This design comes from an exercise in tuning for small area and a short achievable clock period on the open sky130 flow, not from production work.
Where RTL was checked, it was by simulation tests only, not by an equivalence proof against the original.
Power figures rest on the tool's default switching activity, not on a simulated workload.

## double_ended_queue
module double_ended_queue #(
  parameter int unsigned DEPTH = 16
) (
  input  wire                            clk,
  input  wire                            rst,
  input  wire                            req_valid,
  output logic                           req_ready,
  input  wire  [deq_pkg::KIND_W-1:0]     kind,
  input  wire  signed [deq_pkg::DATA_W-1:0] push_value,
  output logic                           rsp_valid,
  input  wire                            rsp_ready,
  output logic signed [deq_pkg::DATA_W-1:0] popped_value,
  output logic [deq_pkg::STATUS_W-1:0]   status,
  output logic [deq_pkg::COUNT_W-1:0]    count
);
Size: roughly 1200 cells after synthesis, roughly 570 flip-flops, ~80 I/O pins, about 21000 sq um of cells after synthesis.
clock: 4.2 ns
lec_check: 0
cap_margin: 20
core_margin: 2
core_utilization: 40
slew_margin: 20
run.sh (not shown) runs the stock make flow with config.mk's settings and CLKGATE_MAP_FILE= SYNTH_SCRIPT=/design/flow/synth_recipe.tcl, a recipe that flattens the netlist after the stock synthesis.
The baseline passed the timing, DRC and antenna checks.
Next try:
SETUP_SLACK_MARGIN = 1.8   (was default)
Result: The changed run completed with no timing, DRC or antenna violations. Routed wire length is higher by 13%. Clock power is higher by 4.7%. Cell count is higher by 2.8%. Register-to-register slack is better by 0.40 ns. Total power is higher by 3.0%. Non-clock buffer count is higher by 54. Worst hold slack is worse by 0.020 ns. Clock skew is higher by 0.028 ns.
No functional check of the RTL was part of any run of this note.

* * *

Another version of the RTL of double_ended_queue (not shown whole).
Size in the first run: roughly 1300 cells after synthesis, roughly 80 I/O pins.
## double_ended_queue
module double_ended_queue #(
  parameter int unsigned DEPTH = 16
) (
  input  wire                            clk,
  input  wire                            rst,
  input  wire                            req_valid,
  output logic                           req_ready,
  input  wire  [deq_pkg::KIND_W-1:0]     kind,
  input  wire  signed [deq_pkg::DATA_W-1:0] push_value,
  output logic                           rsp_valid,
  input  wire                            rsp_ready,
  output logic signed [deq_pkg::DATA_W-1:0] popped_value,
  output logic [deq_pkg::STATUS_W-1:0]   status,
  output logic [deq_pkg::COUNT_W-1:0]    count
);
  localparam int unsigned CNT_W = $clog2(DEPTH + 1);
  logic [deq_pkg::DATA_W-1:0] slot [DEPTH];
  logic [DEPTH-1:0]           we;
  logic [DEPTH-1:0]           rd_sel;
  logic [DEPTH-1:0]           front_oh;
  logic [DEPTH-1:0]           back_oh;
  logic [DEPTH-1:0]           front_dn;    
  logic [DEPTH-1:0]           front_up;    
  logic [DEPTH-1:0]           back_dn;
  logic [DEPTH-1:0]           back_up;
  logic [CNT_W-1:0]           held;
  logic [CNT_W-1:0]           held_next;
  logic                       full;
  logic                       empty;
  logic                       accept;
  logic                       is_push;
  logic                       is_pop;
  logic                       is_clear;
  logic                       push_ok;
  logic                       pop_ok;
  logic                       wr_front;
  logic                       wr_back;
  logic [deq_pkg::DATA_W-1:0] popped_next;
  assign req_ready = !rsp_valid || rsp_ready;
  assign accept    = req_valid && req_ready;
  assign is_push  = (kind[2:1] == 2'b00);
  assign is_pop   = (kind[2:1] == 2'b01);
  ...
==> flow/config.mk <==
export PLATFORM = sky130hd
export DESIGN_NAME = double_ended_queue
export DESIGN_NICKNAME = double_ended_queue
export VERILOG_FILES = /design/flow/design.v
export SDC_FILE = /design/flow/constraint.sdc
export NUM_CORES = 4
export LEC_CHECK = 0
export CAP_MARGIN = 20
export CORE_MARGIN = 2
export CORE_UTILIZATION = 50
export CTS_CLUSTER_DIAMETER = 80
export CTS_CLUSTER_SIZE = 30
export PLACE_DENSITY = 0.75
export SETUP_SLACK_MARGIN = 2.35
export SLEW_MARGIN = 20
export TNS_END_PERCENT = 10
==> flow/constraint.sdc <==
create_clock -name core_clock -period 4.2 [get_ports {clk}]
set_input_delay 0.8400 -clock core_clock [delete_from_list [all_inputs] [get_ports {clk}]]
set_output_delay 0.8400 -clock core_clock [all_outputs]
set_load 0.01 [all_outputs]
Change:
- CORE_UTILIZATION: 50 -> 40
- PLACE_DENSITY: 0.75 -> not set
- SETUP_SLACK_MARGIN: 2.35 -> 2.5
- TNS_END_PERCENT: 10 -> not set
Outcome:
- The new run completed without violations
- synthesized cell count stays the same
- fmax fell by 2.3%
- worst setup slack got worse by 50 ps
- wire length rises by 31%
- core utilization is lower by 4.2 points
- via count rose by 12%
- first-iteration DRC count rose by 11%
- sequential share of layout area goes down by 9.1 points
Change:
- SETUP_SLACK_MARGIN: 2.5 -> 2.2
After rerunning: The changed run completed with no timing, DRC or antenna violations; cell count fell by 7.2%; worst setup slack improves by 6.1 ps; power falls by 1.4%; clock skew went down by 26 ps; register-to-register slack got worse by 80 ps.
Change:
- CORE_UTILIZATION: 40 -> 50
- CTS_CLUSTER_DIAMETER: 80 -> 100
- CTS_CLUSTER_SIZE: 30 -> 26
- PLACE_DENSITY: not set -> 0.75
- TNS_END_PERCENT: not set -> 20
Outcome: Worst hold slack gets worse by 38 ps. Non-clock buffer count falls by 68. Global-route usage rises by 0.65 points. Total power falls by a little under a tenth. Core utilization rises by 8.0 points. Clock-buffer cell count rises by 2. Area after synthesis stays the same. Routed wire length falls by about a fifth. Final area falls by a little under a tenth. Worst setup slack gets better by 22 ps.

* * *

double_ended_queue again, from the RTL that the note above started with.
Settings: LEC_CHECK=0, CAP_MARGIN=20, CORE_MARGIN=2, CORE_UTILIZATION=50, CTS_CLUSTER_DIAMETER=60, CTS_CLUSTER_SIZE=22, PLACE_DENSITY=0.75, SETUP_SLACK_MARGIN=2.2, SLEW_MARGIN=20, TNS_END_PERCENT=20; clock period 4.2 ns.
==> next run, changes <==
CTS_BUF_LIST = sky130_fd_sc_hd__clkbuf_16   (was unset)
CTS_CLUSTER_DIAMETER = 80   (was 60)
CTS_CLUSTER_SIZE = 30   (was 22)
Effect: First-iteration DRC count fell by 18%. Final area drops by 3.4%. Core utilization decreases by 2.1 points. Via count came out lower by 4.4%.
==> next run, changes <==
CORE_UTILIZATION = 40   (was 50)
CTS_BUF_LIST = unset   (was sky130_fd_sc_hd__clkbuf_16)
PLACE_DENSITY = unset   (was 0.75)
TNS_END_PERCENT = 5   (was 20)
The new run passed the timing, DRC and antenna checks.
Critical path depth does not change.
Clock power went up by 13%.
Core utilization went down by 11 points.
Wire length went up by 10%.
Design area went up by 1.7%.
Via count went down by 0.83%.
==> next run, changes <==
TNS_END_PERCENT = 20   (was 5)
After rerunning: The changed run passed the timing, DRC and antenna checks; global-route usage increases by 0.44 points; worst hold slack barely changes; core utilization stays flat; critical path depth does not change; fmax is about the same; die area does not change; wire length came out higher by about 0.8%; total power hardly moves; clock-buffer cell count stays the same.

* * *

double_ended_queue again, from the RTL that the note above started with.
Settings: LEC_CHECK=0, CAP_MARGIN=20, CORE_MARGIN=2, CORE_UTILIZATION=50, CTS_CLUSTER_DIAMETER=80, CTS_CLUSTER_SIZE=30, GPL_ROUTABILITY_DRIVEN=0, PLACE_DENSITY=0.75, SETUP_SLACK_MARGIN=2.2, SLEW_MARGIN=20, TNS_END_PERCENT=20; clock period 4.2 ns.
The starting point completed without violations.
Change:
Settings changed: GPL_ROUTABILITY_DRIVEN 0 to unset, SETUP_SLACK_MARGIN 2.2 to 1.95.
Effect:
- setup slack loses 0.18 ns
- core utilization is lower by 1.7 points
- final area drops by a few percent
- final cell count drops by a few percent
- total power fell slightly
- first-iteration DRC count is lower by a little under a tenth
- clock skew increases by 0.0063 ns
- non-clock buffer count drops by 46
- worst hold slack got worse by 0.0062 ns
Change:
Settings changed: CORE_UTILIZATION 50 to 58, PLACE_DENSITY 0.75 to 0.82, SETUP_SLACK_MARGIN 1.95 to 2.2.
After rerunning:
- The new run passed the timing, DRC and antenna checks
- total power is higher by 2.4%
- combinational power is higher by 15%
- utilization is higher by 11 points
- die area is lower by 14%
- routed wire length is higher by 19%
- maximum frequency is higher by 9.1%
- via count is higher by 10%
- global-route usage is higher by 11 points
- sequential power hardly moves
- setup slack improves by 0.19 ns
Change:
Settings changed: CORE_UTILIZATION 58 to 50, PLACE_DENSITY 0.82 to 0.75.
Outcome:
- non-clock buffer count climbs by 3
- design area barely changes
- clock-buffer cell count drops by 7
- clock skew climbs by 0.0081 ns

* * *

double_ended_queue, a different RTL version from the one above (not shown whole).
Size: ~1,300 cells after synthesis, about 590 flip-flops, roughly 0.022 mm^2 of cells after synthesis.
clock: 4.2 ns
lec_check: 0
cap_margin: 0
core_margin: 2
core_utilization: 40
setup_slack_margin: 2.2
slew_margin: 0
The baseline ran to the end with no violations.
==> next run, changes <==
CAP_MARGIN = 20   (was 0)
CTS_CLUSTER_DIAMETER = 80   (was not set)
CTS_CLUSTER_SIZE = 30   (was not set)
SLEW_MARGIN = 20   (was 0)
TNS_END_PERCENT = 0   (was not set)
Outcome: Fmax is lower by 2.2%. Routed wire length fell by 9.1%. Worst hold slack gains 0.021 ns. Total power came out lower by 15%. Clock power shrinks by 34%. Count of clock-buffer cells in the layout falls by 43. Via count decreases by 4.6%.
==> next run, changes <==
TNS_END_PERCENT = not set   (was 0)
After rerunning: The new run completed without violations. Total power came out higher by 3.1%. Routed wire length is higher by about 6%. Hold slack got worse by 0.012 ns. Count of clock-buffer cells in the layout grows by 4. Via count climbs by 2.4%. Sequential share of layout area falls by 2.3 points.
==> next run, changes <==
CTS_CLUSTER_DIAMETER = not set   (was 80)
CTS_CLUSTER_SIZE = not set   (was 30)
The changed run passed the timing, DRC and antenna checks.
Hold slack got worse by 0.0083 ns.
Utilization goes up by 1.9 points.
Routed wire length climbs by about 4%.
Via count rises by 2.3%.
Non-clock buffer count rises by 10.
Clock skew goes down by 0.016 ns.

* * *

## build 39
double_ended_queue, a different RTL version from the one above (not shown whole).
Size in the first run: roughly 80 I/O pins, roughly 21000 sq um of cells after synthesis.
make LEC_CHECK=0 CAP_MARGIN=20 CORE_MARGIN=2 CORE_UTILIZATION=40 CTS_BUF_LIST='sky130_fd_sc_hd__clkbuf_4 sky130_fd_sc_hd__clkbuf_8' SETUP_SLACK_MARGIN=1.8 SLEW_MARGIN=20 finish   # period 4.2 ns
diff inputs: build 39 => build 71
Settings: removing CTS_BUF_LIST (formerly sky130_fd_sc_hd__clkbuf_4 sky130_fd_sc_hd__clkbuf_8).
==> summary.txt <==
As far as multi-input gate count goes, build 71 and build 39 are indistinguishable; the numbers are identical.
Build 71 ends up with a global-route usage that is 0.32 points lower than in build 39.
~same post-route clock skew in build 39 and build 71
Re wire length of the first global-routing pass: build 71 is about 1% down on build 39.
[compare] base=build 39 new=build 71: count of clock-buffer cells in the layout down about 50%, minimum setup slack in the final design down 0.0038 ns, total power up about 3%.
Worst-case headroom to the max-slew limit across build 39 and build 71: no real change.
The routed wire length in build 71 sits about 1% below the value recorded for build 39.
diff inputs: build 71 => build 75
Settings: SETUP_SLACK_MARGIN: 1.8 -> 2.2.
[summary]
Compared with build 71, build 75 shows a lower fraction of area in registers.
Build 75 ended up with reg2reg as its path type of the worst setup path; build 71 ended up with in2reg.
Build 71 has lower highest clock frequency the design can meet than build 75.
From build 71 to build 75 the numbers moved as follows: total track usage grew by 1.1 points, instance count on the critical path shrank by 2, worst-margin pin slew shrank by 0.043 ns.
No run of this note included a check of the RTL's function; only the layout flow was run.

[separate check: timing with driven ports]
No port has a modelled driver above. Below, the same layouts with a new extraction and two added sets of constraints.
Step 1 (the two cells are an assumption about what drives the block):
set clk [get_ports {clk}]
set_driving_cell -lib_cell sky130_fd_sc_hd__clkbuf_16 $clk
set_driving_cell -lib_cell sky130_fd_sc_hd__buf_2 [delete_from_list [all_inputs] $clk]
Step 2 moves the port delays by t, midway between the first and last clock arrival at a register: inputs arrive t later, outputs are due t later. That takes back most of the time a late clock gives input paths.
a / b / c = ideal ports / drivers / drivers and shift; a / b = the first two.
| run | t (ns) | setup WS [ns] | hold WS [ns] | worst register clock-pin slew, ns | pins driven straight from the clock port |
|---|---|---|---|---|---|
| the first run of note 1 | 0.665 | 1.177 / 1.206 / 0.541 | 0.535 / 0.535 / 0.535 | 0.06 / 0.06 | 1 |
| the second run of note 1 | 0.675 | 1.629 / 1.629 / 1.000 | 0.515 / 0.515 / 0.515 | 0.07 / 0.07 | 1 |
| the first run of note 2 | 0.638 | 2.082 / 1.975 / 1.337 | 0.525 / 0.525 / 0.525 | 0.12 / 0.12 | 1 |
| the second run of note 2 | 0.677 | 2.032 / 1.955 / 1.278 | 0.526 / 0.526 / 0.526 | 0.12 / 0.12 | 1 |
| the third run of note 2 | 0.678 | 2.038 / 1.975 / 1.397 | 0.545 / 0.504 / 0.553 | 0.11 / 0.11 | 1 |
| the fourth run of note 2 | 0.661 | 2.061 / 1.996 / 1.358 | 0.507 / 0.507 / 0.507 | 0.11 / 0.11 | 1 |
| the first run of note 3 | 0.615 | 2.016 / 1.864 / 1.249 | 0.500 / 0.500 / 0.500 | 0.09 / 0.09 | 1 |
| the second run of note 3 | 0.636 | 2.074 / 1.968 / 1.332 | 0.512 / 0.512 / 0.512 | 0.11 / 0.11 | 1 |
| the third run of note 3 | 0.675 | 2.083 / 1.970 / 1.295 | 0.523 / 0.523 / 0.523 | 0.12 / 0.12 | 1 |
| the fourth run of note 3 | 0.667 | 2.080 / 1.971 / 1.304 | 0.524 / 0.524 / 0.524 | 0.11 / 0.11 | 1 |
| the first run of note 4 | 0.636 | 2.074 / 1.968 / 1.332 | 0.512 / 0.512 / 0.512 | 0.11 / 0.11 | 1 |
| the second run of note 4 | 0.629 | 1.896 / 1.838 / 1.316 | 0.506 / 0.506 / 0.506 | 0.11 / 0.11 | 1 |
| the third run of note 4 | 0.629 | 2.087 / 2.032 / 1.419 | 0.514 / 0.514 / 0.514 | 0.12 / 0.12 | 1 |
| the fourth run of note 4 | 0.636 | 2.074 / 1.968 / 1.332 | 0.512 / 0.512 / 0.512 | 0.11 / 0.11 | 1 |
| the first run of note 5 | 0.678 | 1.900 / 1.920 / 1.247 | 0.500 / 0.488 / 0.500 | 0.07 / 0.07 | 1 |
| the second run of note 5 | 0.665 | 1.849 / 1.865 / 1.209 | 0.521 / 0.521 / 0.521 | 0.11 / 0.11 | 1 |
| the third run of note 5 | 0.671 | 1.933 / 1.945 / 1.300 | 0.509 / 0.509 / 0.509 | 0.11 / 0.11 | 1 |
| the fourth run of note 5 | 0.678 | 1.900 / 1.920 / 1.247 | 0.500 / 0.488 / 0.500 | 0.07 / 0.07 | 1 |
| build 39 | 0.712 | 1.772 / 1.772 / 1.126 | 0.528 / 0.499 / 0.528 | 0.06 / 0.06 | 1 |
| build 71 | 0.643 | 1.769 / 1.797 / 1.162 | 0.525 / 0.525 / 0.525 | 0.07 / 0.07 | 1 |
| build 75 | 0.669 | 1.842 / 1.842 / 1.304 | 0.504 / 0.480 / 0.504 | 0.07 / 0.07 | 1 |
After both steps every run listed still meets setup and hold. The setup slack of the third run of note 3, which loses most, moves by -0.113 ns with the drivers and by -0.788 ns with both steps.
